This design comes from an exercise in tuning for small area and a short achievable clock period on the open sky130 flow, not from production work. No functional check of the RTL was part of any run shown here. Power figures rest on the tool's default switching activity, not on a simulated workload.

--- config.mk ---
export PLATFORM = sky130hd
export DESIGN_NAME = dac_frame_buffer
export DESIGN_NICKNAME = dac_frame_buffer
export VERILOG_FILES = /design/flow/design.v
export SDC_FILE = /design/flow/constraint.sdc
export NUM_CORES = 4
export LEC_CHECK = 0
export CAP_MARGIN = 20
export CORE_MARGIN = 2
export CORE_UTILIZATION = 40
export SLEW_MARGIN = 20
export SYNTH_HIERARCHICAL = 1
--- constraint.sdc ---
create_clock -name core_clock -period 3.6 [get_ports {clk}]
set_input_delay 0.7200 -clock core_clock [delete_from_list [all_inputs] [get_ports {clk}]]
set_output_delay 0.7200 -clock core_clock [all_outputs]
set_load 0.01 [all_outputs]
--- design.v ---
module dac_frame_buffer #(
  parameter int DATA_W    = 12,
  parameter int FRAME_LEN = 80
) (
  input  logic              clk,
  input  logic              reset,
  input  logic [6:0]        ADR,
  input  logic              SEL,
  input  logic              wr_valid,
  input  logic [DATA_W-1:0] wr_data,
  output logic              wr_ready,
  output logic [DATA_W-1:0] dac_data,
  output logic              dac_strobe,
  output logic              underrun
);
  localparam int              AW       = $clog2(FRAME_LEN);
  localparam logic [AW-1:0]   LAST_PTR = AW'(FRAME_LEN - 1);
  localparam logic [6:0]      SYNC_ADR = 7'(FRAME_LEN);
  localparam int              NLO      = 8;                           
  localparam int              NHI      = (FRAME_LEN + NLO - 1) / NLO;  
  localparam int              NSLOT    = 2 * FRAME_LEN;               
  localparam int              NGRP     = (NSLOT + 2) / 3;             
  logic [FRAME_LEN-1:0][DATA_W-1:0] bank0_r;
  logic [FRAME_LEN-1:0][DATA_W-1:0] bank1_r;
  logic              wr_ready_r;
  logic [AW-1:0]     wptr_r;
  logic              sel_q_r;
  logic              underrun_r;
  logic [6:0]        adr_q_r;
  logic [NLO-1:0]    lo_n_r;       
  logic [2*NHI-1:0]  hb_n_r;       
  logic              rd_strobe_r;
  logic [DATA_W-1:0] dac_data_r;
  logic              dac_strobe_r;
  logic              sel_change_s;
  logic              wr_accept_s;
  logic              last_write_s;
  logic              data_event_s;
  assign sel_change_s = (SEL != sel_q_r);
  assign wr_accept_s  = wr_ready_r & wr_valid & ~reset;
  assign last_write_s = (wptr_r == LAST_PTR);
  assign data_event_s = ~reset & (ADR != adr_q_r) & (ADR < SYNC_ADR);
  always_ff @(posedge clk) begin
    sel_q_r <= SEL;
    if (reset) begin
      wr_ready_r <= 1'b1;
      wptr_r     <= '0;
      underrun_r <= 1'b0;
    end else begin
      underrun_r <= sel_change_s & wr_ready_r & ~(wr_valid & last_write_s);
      if (sel_change_s) begin
        wr_ready_r <= 1'b1;
        wptr_r     <= '0;
      end else if (wr_accept_s) begin
        if (last_write_s) begin
          wr_ready_r <= 1'b0;
          wptr_r     <= '0;
        end else begin
          wptr_r     <= wptr_r + AW'(1);
        end
      end
    end
  end
  for (genvar i = 0; i < FRAME_LEN; i++) begin : g_slot
    logic hit_s;
    assign hit_s = wr_accept_s & (wptr_r == AW'(i));
    always_ff @(posedge clk) begin
      if (hit_s & sel_q_r)  bank0_r[i] <= wr_data;
      if (hit_s & ~sel_q_r) bank1_r[i] <= wr_data;
    end
  end
  always_ff @(posedge clk) begin
    adr_q_r <= ADR;
    for (int j = 0; j < NLO; j++)
      lo_n_r[j] <= ~(ADR[2:0] == 3'(j));
    for (int h = 0; h < NHI; h++) begin
      hb_n_r[h]       <= ~((ADR[6:3] == 4'(h)) & ~sel_q_r);
      hb_n_r[NHI + h] <= ~((ADR[6:3] == 4'(h)) &  sel_q_r);
    end
  end
  logic [NSLOT-1:0]            rsel_s;
  logic [NSLOT-1:0][DATA_W-1:0] rdat_s;
  logic [DATA_W-1:0][NGRP-1:0]  grp_n_s;
  logic [DATA_W-1:0]            rd_s;
  for (genvar s = 0; s < NSLOT; s++) begin : g_rsel
    localparam int B = s / FRAME_LEN;
    localparam int I = s % FRAME_LEN;
    assign rsel_s[s] = ~(lo_n_r[I % NLO] | hb_n_r[B * NHI + I / NLO]);
    assign rdat_s[s] = (B == 0) ? bank0_r[I] : bank1_r[I];
  end
  for (genvar k = 0; k < DATA_W; k++) begin : g_rbit
    for (genvar g = 0; g < NGRP; g++) begin : g_grp
      if (3 * g + 2 < NSLOT) begin : g_full
        dfb_aoi222 u_aoi (
          .a0(rsel_s[3*g]),   .b0(rdat_s[3*g][k]),
          .a1(rsel_s[3*g+1]), .b1(rdat_s[3*g+1][k]),
          .a2(rsel_s[3*g+2]), .b2(rdat_s[3*g+2][k]),
          .y (grp_n_s[k][g])
        );
      end else if (3 * g + 1 < NSLOT) begin : g_two
        assign grp_n_s[k][g] = ~((rsel_s[3*g] & rdat_s[3*g][k]) |
                                 (rsel_s[3*g+1] & rdat_s[3*g+1][k]));
      end else begin : g_one
        assign grp_n_s[k][g] = ~(rsel_s[3*g] & rdat_s[3*g][k]);
      end
    end
    assign rd_s[k] = ~&grp_n_s[k];
  end
  always_ff @(posedge clk) begin
    if (reset) begin
      rd_strobe_r  <= 1'b0;
      dac_data_r   <= '0;
      dac_strobe_r <= 1'b0;
    end else begin
      rd_strobe_r  <= data_event_s;
      dac_strobe_r <= rd_strobe_r;
      if (rd_strobe_r) dac_data_r <= rd_s;
    end
  end
  assign wr_ready   = wr_ready_r & ~reset;
  assign dac_data   = dac_data_r;
  assign dac_strobe = dac_strobe_r;
  assign underrun   = underrun_r;
endmodule
module dfb_aoi222 (
  input  logic a0, b0, a1, b1, a2, b2,
  output logic y
);
  assign y = ~((a0 & b0) | (a1 & b1) | (a2 & b2));
endmodule
--- run.sh ---
#!/bin/bash
# synth_recipe.tcl (not shown) runs the flow's synth.tcl, then flattens the netlist and writes it again
# the make line also repeats each setting of config.mk as NAME=value (left out here)
make -C /OpenROAD-flow-scripts/flow DESIGN_CONFIG=/design/flow/config.mk WORK_HOME=/design/flow/orfs CLKGATE_MAP_FILE= SYNTH_SCRIPT=/design/flow/synth_recipe.tcl finish
==> results of run 1 <==
## power by group
part	total, W	internal, W	switching [W]	leakage [nW]
clock	0.0203	0.0117	0.00860	3.11
sequential	0.0254	0.0253	0.0000750	17.7
combinational	0.000923	0.000206	0.000717	4.18
## cell usage in the layout (no fill, tap or decap), types with 25 or more instances in the layout
master and instances:
clkdlybuf4s50_1 25, clkbuf_16 194, buf_4 310, nand2_1 36, dfxtp_1 57, clkinv_1 34, nor2_1 326, nand4_1 164
nor4_1 26, clkbuf_1 45, clkinv_2 29, a222oi_1 636, edfxtp_1 1920
## layer usage
metal,global-route usage,routed length (um)
met1,0.3013,75580
met2,0.3350,89970
met3,0.03946,19170
met4,0.08676,8275
met5,0,27
## cell usage after synthesis, types with 4 or more instances
cell / instances / share of area
a2111oi_0: 7 / 0.00089
a2111oi_2: 4 / 0.00087
a222oi_1: 636 / 0.092
a31oi_1: 11 / 0.0010
buf_2: 8 / 0.00058
clkbuf_1: 63 / 0.0034
dfxtp_1: 59 / 0.017
edfxtp_1: 1920 / 0.84
ha_1: 4 / 0.00073
nand2_1: 37 / 0.0020
nand2b_1: 5 / 0.00045
nand3_1: 19 / 0.0014
nand4_1: 164 / 0.015
nor2_1: 330 / 0.018
nor2b_1: 10 / 0.00091
nor3_1: 8 / 0.00058
nor3b_1: 4 / 0.00044
nor4_1: 26 / 0.0024
o21bai_1: 11 / 0.0012
or4_1: 11 / 0.0012
xnor2_1: 6 / 0.00076
xor2_1: 6 / 0.00076
## modules after synthesis, one instance, submodules excluded
| module | times used | flip-flops and latches | cell area [um^2] | cells inside |
|---|---|---|---|---|
| dac_frame_buffer | 1 | 1979 | 62650 | 2740 |
| dfb_aoi222 | 636 | 0 | 10.01 | 1 |
## registers in the layout, summed over array words and instances (netlist names)
name / flops
hb_n_r: 20
bank1_r: 960
adr_q_r: 7
bank0_r: 960
sel_q_r: 1
underrun_r: 1
dac_strobe_r: 1
rd_strobe_r: 1
lo_n_r: 8
wr_ready_r: 1
dac_data_r: 12
wptr_r: 7
## worst max-delay path by stage
| stage | to | slack, ns | cells after the start |
|---|---|---|---|
| floorplan | bank0_r[528] | 1.10 | 5 |
| detailed placement | dac_data_r[10] | -0.22 | 6 |
| global route | dac_data_r[3] | 0.01 | 7 |
| finish | dac_data_r[7] | 0.09 | 7 |
| CTS | dac_data_r[7] | 0.09 | 7 |
| global placement | dac_data_r[6] | -0.25 | 6 |
## cell type report
| cell class | count | area, um^2 |
|---|---|---|
| Clock inverter | 107 | 1209 |
| Fill cell | 14350 | 90540 |
| Tap cell | 2310 | 2890 |
| Multi-Input combinational cell | 1322 | 9901 |
| Clock buffer | 252 | 5202 |
| Timing Repair Buffer | 359 | 2953 |
| Inverter | 2 | 7.507 |
| Sequential cell | 1979 | 58840 |
| Antenna cell | 2 | 5.005 |
## worst max-delay path: cells and delay by family, from the launching register on
| family | cells | cell delay (ns) |
|---|---|---|
| AOI/OAI and AO/OA | 3 | 1.40 |
| buffers and inverters | 1 | 0.21 |
| and+or+nand+nor | 3 | 1.05 |
| DFF | 1 | 0.70 |
## cell families after synthesis
| logic type | share of synthesized area |
|---|---|
| DFF | 0.8525 |
| AOI/OAI and AO/OA | 0.09689 |
| and+or+nand+nor | 0.04384 |
| buffers and inverters | 0.004496 |
| xor gates and xnor gates | 0.001523 |
| adders and majority gates | 0.0007252 |
## metrics by stage
step,TNS [ns],hold slack (ns),area [um^2]
2_1_floorplan,0,0.4565,69010
6_report,0,0.3648,81010
3_5_place_dp,-0.5156,0.4939,74570
5_1_grt,0,0.3670,81000
4_1_cts,0,0.3361,81000
3_3_place_gp,-0.5629,0.4931,74560
==> results.toml, run 1 <==
[clock_tree]
cts_buffers = 192
cts_setup_buffers = 0
path_clk_slew_ns = 0.06
cts_root_buf = "clkbuf_16"
worstSkewPairLatency_ns = 0.83
cts_resized = 3
cts_tree = "done"
holdBufCountCts = 0
cts_sinks = 1979
cts.path.max_buffers = 3
h-tree-depth = 4

[timing]
period_minus_slack_ns = 3.511
clock_skew_ns = 0.04747
final.setup.worst_slack_ns = 0.08924
worst_pin_slew_ns = 1.117
finalHoldViolCount = 0
fin_crit_sh = 0.9752
finalSetupViolations = 0
rsz0062_at_grt = "false"
slew_headroom = 0.2523
drv_slew = 0
fmax_mhz = 284.8

[grt]
antenna_found_initial = 8
grt_use_total = 0.2156
grt_pass1_vias = 37670
grt_pass1_wl_um = 271700
grt-ovfl-total = 0
grt_max_degree = 95

[logic_synthesis]
yosysWarnings = 7
synth.distinct_cells = 39
ys.flop_type = "edfxtp_1"
synthCells = 3376
syn_nets = 3403
synth_edf_count = 1920
avgSynthCellArea_um2 = 20.44
ys_ff_latch = 1979
syn_area_mm2 = 0.06901
async_flop_share = 0
synth_seq_area_share = 0.8525

[hold_path]
hold_end = "bank1_r[767]"
min_path_cells = 1
worstHoldStart = "wr_data[11]"
hold_path_class = "input port to flip-flop"

[critical_path]
critPathKind = "flip-flop to flip-flop"
startpoint = "lo_n_r[7]"
startpoint_type = "flip-flop"
cp_max_fo = 12
reg2reg_from = "lo_n_r[7]"
r2r_slack_ns = 0.09
r2r_cells = 7
worstPathCellList = "nor2_1, buf_4, a222oi_1, nand4_1, or4_1, a2111oi_2, a31oi_1"
end_kind = "flip-flop"
cpMaxStageDelayCell = "dfxtp_1"
max_stage_delay_ns = 0.70
timing.rr.end = "dac_data_r[7]"
crit_required_ns = 4.28
crit_arrival_ns = 4.19

[floorplanning]
die_x_um = 419.4
rows = 152
placeableCoreArea_mm2 = 0.1715
start_util = 0.4023
dieArea_mm2 = 0.1759
die_h_um = 419.4
ioPinCount = 38

[drt]
wirelength_um = 193000
num_vias = 39200
drt-vias-per-instance = 6.189
drc = 0
ant_nets = 0
drtIter0Drc = 7590
first_pass_iters = 10
wl_per_cell_um = 30.48

[finish]
post-route-util = 0.4722
area_delta_synth_final_pct = 17.38
nets = 3883
finalNonFillerCells = 6333
drive_gt1_frac = 0.1559

[placement]
gp_congestion = 0.8743
place_ws_ns = -0.2175
dp_cells = 5972
io_buffer_count = 37
dpl.hpwl_um = 121300

[power_and_ir_drop]
ir_worst_vdd_uv = 383.0
leakagePower_nw = 25.03
powerDensity_mw_per_mm2 = 574.7
power_w = 0.04656

[status]
status = "timing/DRC/antenna clean"

[flow_run]
max_cap_violations = 0
==> run 2: changes to the inputs <==
--- a/config.mk
+++ b/config.mk
@@ -8,5 +8,7 @@
 export CAP_MARGIN = 20
 export CORE_MARGIN = 2
 export CORE_UTILIZATION = 40
+export CTS_BUF_LIST = sky130_fd_sc_hd__clkbuf_4 sky130_fd_sc_hd__clkbuf_8
+export CTS_CLUSTER_SIZE = 20
 export SLEW_MARGIN = 20
 export SYNTH_HIERARCHICAL = 1
==> results.toml, run 2 <==
[logic_synthesis]
synth_seq_area_share = 0.8525
synth-adder-area-share = 0.0007252
synth.distinct_cells = 39
synthCells = 3376
synth_edf_count = 1920
synth_xor_area_frac = 0.001523
synth_top_area_share = 0.8354
synth.area.top_cells = "edfxtp_1 84%, a222oi_1 9.2%, nor2_1 1.8%, dfxtp_1 1.7%, nand4_1 1.5%"
synth_top_family_by_area = "compound AO/OA/AOI/OAI gates"
async_flop_share = 0
synth-compound-area-share = 0.09689
syn_area_mm2 = 0.06901
synth-simple-area-share = 0.04384
yosysMostFrequentCell = "edfxtp_1"
synthMuxAreaShare = 0
syn_nets = 3403
yosys-top-cells-count = "1,920 x edfxtp_1, 636 x a222oi_1, 330 x nor2_1"
ys_ff_latch = 1979
avgSynthCellArea_um2 = 20.44
yosysTopAreaCell = "edfxtp_1"
yosysWarnings = 7
ys.flop_type = "edfxtp_1"

[timing]
clock_skew_ns = 0.09660
finalSetupViolations = 0
fin_crit_sh = 0.9735
drv_slew = 0
slew_headroom = 0.2392
period_minus_slack_ns = 3.505
fmax_mhz = 285.3
finalHoldViolCount = 0
worst_pin_slew_ns = 1.137

[grt]
grt_pass1_wl_um = 274800
grt-ovfl-total = 0
grt_max_degree = 95
grt_pass1_vias = 38760
grt_use_total = 0.2179
antenna_found_initial = 11

[drt]
num_vias = 39760
wl_per_cell_um = 29.80
drt-vias-per-instance = 6.077
wirelength_um = 195000
drc = 0
drtIter0Drc = 7190
first_pass_iters = 7
ant_nets = 0

[power_and_ir_drop]
power_w = 0.04558
leakagePower_nw = 25.27
powerDensity_mw_per_mm2 = 563.4
ir_worst_vdd_uv = 343.4

[critical_path]
end_kind = "flip-flop"
max_stage_delay_ns = 0.68
startpoint_type = "flip-flop"
cpMaxStageDelayCell = "or4_1"
critPathKind = "flip-flop to flip-flop"
crit_required_ns = 4.50
worstPathCellList = "buf_12, nor2_1, a222oi_1, nand4_1, or4_1, a2111oi_2, a31oi_1"
crit_arrival_ns = 4.40
cp_max_fo = 12

[floorplanning]
die_x_um = 419.4
dieArea_mm2 = 0.1759
placeableCoreArea_mm2 = 0.1715
die_h_um = 419.4
ioPinCount = 38
start_util = 0.4023
rows = 152

[clock_tree]
worstSkewPairLatency_ns = 1.03
cts_setup_buffers = 0
path_clk_slew_ns = 0.06
holdBufCountCts = 0
cts_buffers = 331
cts_sinks = 1979
cts.path.max_buffers = 4
cts_root_buf = "clkbuf_8"
h-tree-depth = 5
cts_tree = "done"

[finish]
top_regs = "bank0_r x960, bank1_r x960, hb_n_r x20"
final_common_cell = "edfxtp_1"
finalNonFillerCells = 6542
area_delta_synth_final_pct = 17.25
post-route-util = 0.4717
final_cell_mix = "1,920 x edfxtp_1, 636 x a222oi_1, 343 x clkbuf_8"
nFillCells = 14470
nets = 4022
drive_gt1_frac = 0.2008

[placement]
gp_congestion = 0.8743
dpl.hpwl_um = 121300
dp_cells = 5972
io_buffer_count = 37

[hold_path]
hold_path_class = "input port to flip-flop"

[status]
status = "timing/DRC/antenna clean"

[flow_run]
max_cap_violations = 0
[run 2: per-stage QoR]
step	setup TNS, ns	setup WS, ns	hold slack, ns	area, um^2
after global placement	-0.5629	-0.2457	0.4931	74560
after detailed placement	-0.5156	-0.2175	0.4939	74570
after global routing	-0.004754	-0.004754	0.1585	80910
final	0	0.09525	0.1688	80920
after floorplan	0	1.105	0.4565	69010
after CTS	0	0.08520	0.1267	80900
[run 2: critical path: cells and delay by family, from the launching register on]
kind,cells,cell delay (ns)
and+or+nand+nor,3,1.26
buffers and inverters,1,0.24
AOI/OAI and AO/OA,3,1.28
DFF,1,0.59
[run 2: layer usage]
layer	GRT usage	wire length, um	part of all wire	up-vias
li1	-	-	-	16600
met1	0.2997	76460	0.39	20400
met2	0.3371	90990	0.47	2353
met3	0.04446	19140	0.098	404
met4	0.09474	8334	0.043	8
met5	0	56	0.00029	-
[run 2: cell type report]
cell class              count  area [um^2]  share of cell area
flip-flops and latches   1979        58840              0.7272
inverters                   2        7.507          0.00009278
multi-input cells        1322         9906              0.1224
clock inverters           120        817.0             0.01010
diodes                      4        10.01           0.0001237
repair buffers            359         2953             0.03649
clock buffers             446         5494             0.06790
well taps                2310         2890             0.03572
[run 2: worst paths after layout]
kind,slack [ns],start,depth (start not counted),to
max,0.1,lo_n_r[4],7,dac_data_r[7]
min,0.17,wr_data[11],1,bank1_r[755]
max reg2reg,0.1,lo_n_r[4],7,dac_data_r[7]
min reg2reg,0.51,wr_ready_r,1,wr_ready_r
[run 2: per-module statistics from Yosys, one instance, submodules excluded]
| module | flip-flops and latches | area (um^2) | times used | cells |
|---|---|---|---|---|
| dac_frame_buffer | 1979 | 62650 | 1 | 2740 |
| dfb_aoi222 | 0 | 10.01 | 636 | 1 |
[run 2: power by group]
part	leakage, nW	switching, W	internal, W
Clock	3.35	0.00866	0.0106
Combinational	4.18	0.000714	0.000206
Sequential	17.7	0.0000740	0.0253
[run 2: cell families after synthesis]
family                   count (synthesis)
flip-flops                            1979
AO/OA/AOI/OAI                          677
AND/OR/NAND/NOR                        629
buffers and inverters                   75
XOR/XNOR                                12
adder cells (fa/ha/maj)                  4
[run 2: timing repair]
| item | CTS | global route |
|---|---|---|
| cloned | 0 | 0 |
| pin swaps | 2 | 2 |
| setup endpoints to repair | 3 | 2 |
| gates resized for setup | 3 | 1 |

-- separate check: timing with driven ports --
In the flow no input, the clock included, has a driving cell. The finished layouts below were timed again as built, in two steps.
Step 1, drivers: a clkbuf_16 drives clk and a buf_2 each remaining input, both assumed.
Step 2, shift: input delay + t, output delay - t, t = (earliest + latest rising clock arrival at the registers) / 2. This alone moves slack from input paths to output paths.
Three values: ideal ports, drivers, drivers and shift; two values: the first two.
run | t, ns | slack for setup (ns) | worst slew at a driven data input, ns
run 1 | 0.887 | 0.089 / 0.089 / 0.089 | 0.05
run 2 | 1.068 | 0.095 / 0.095 / 0.095 | 0.05
After both steps every run listed still meets setup and hold.
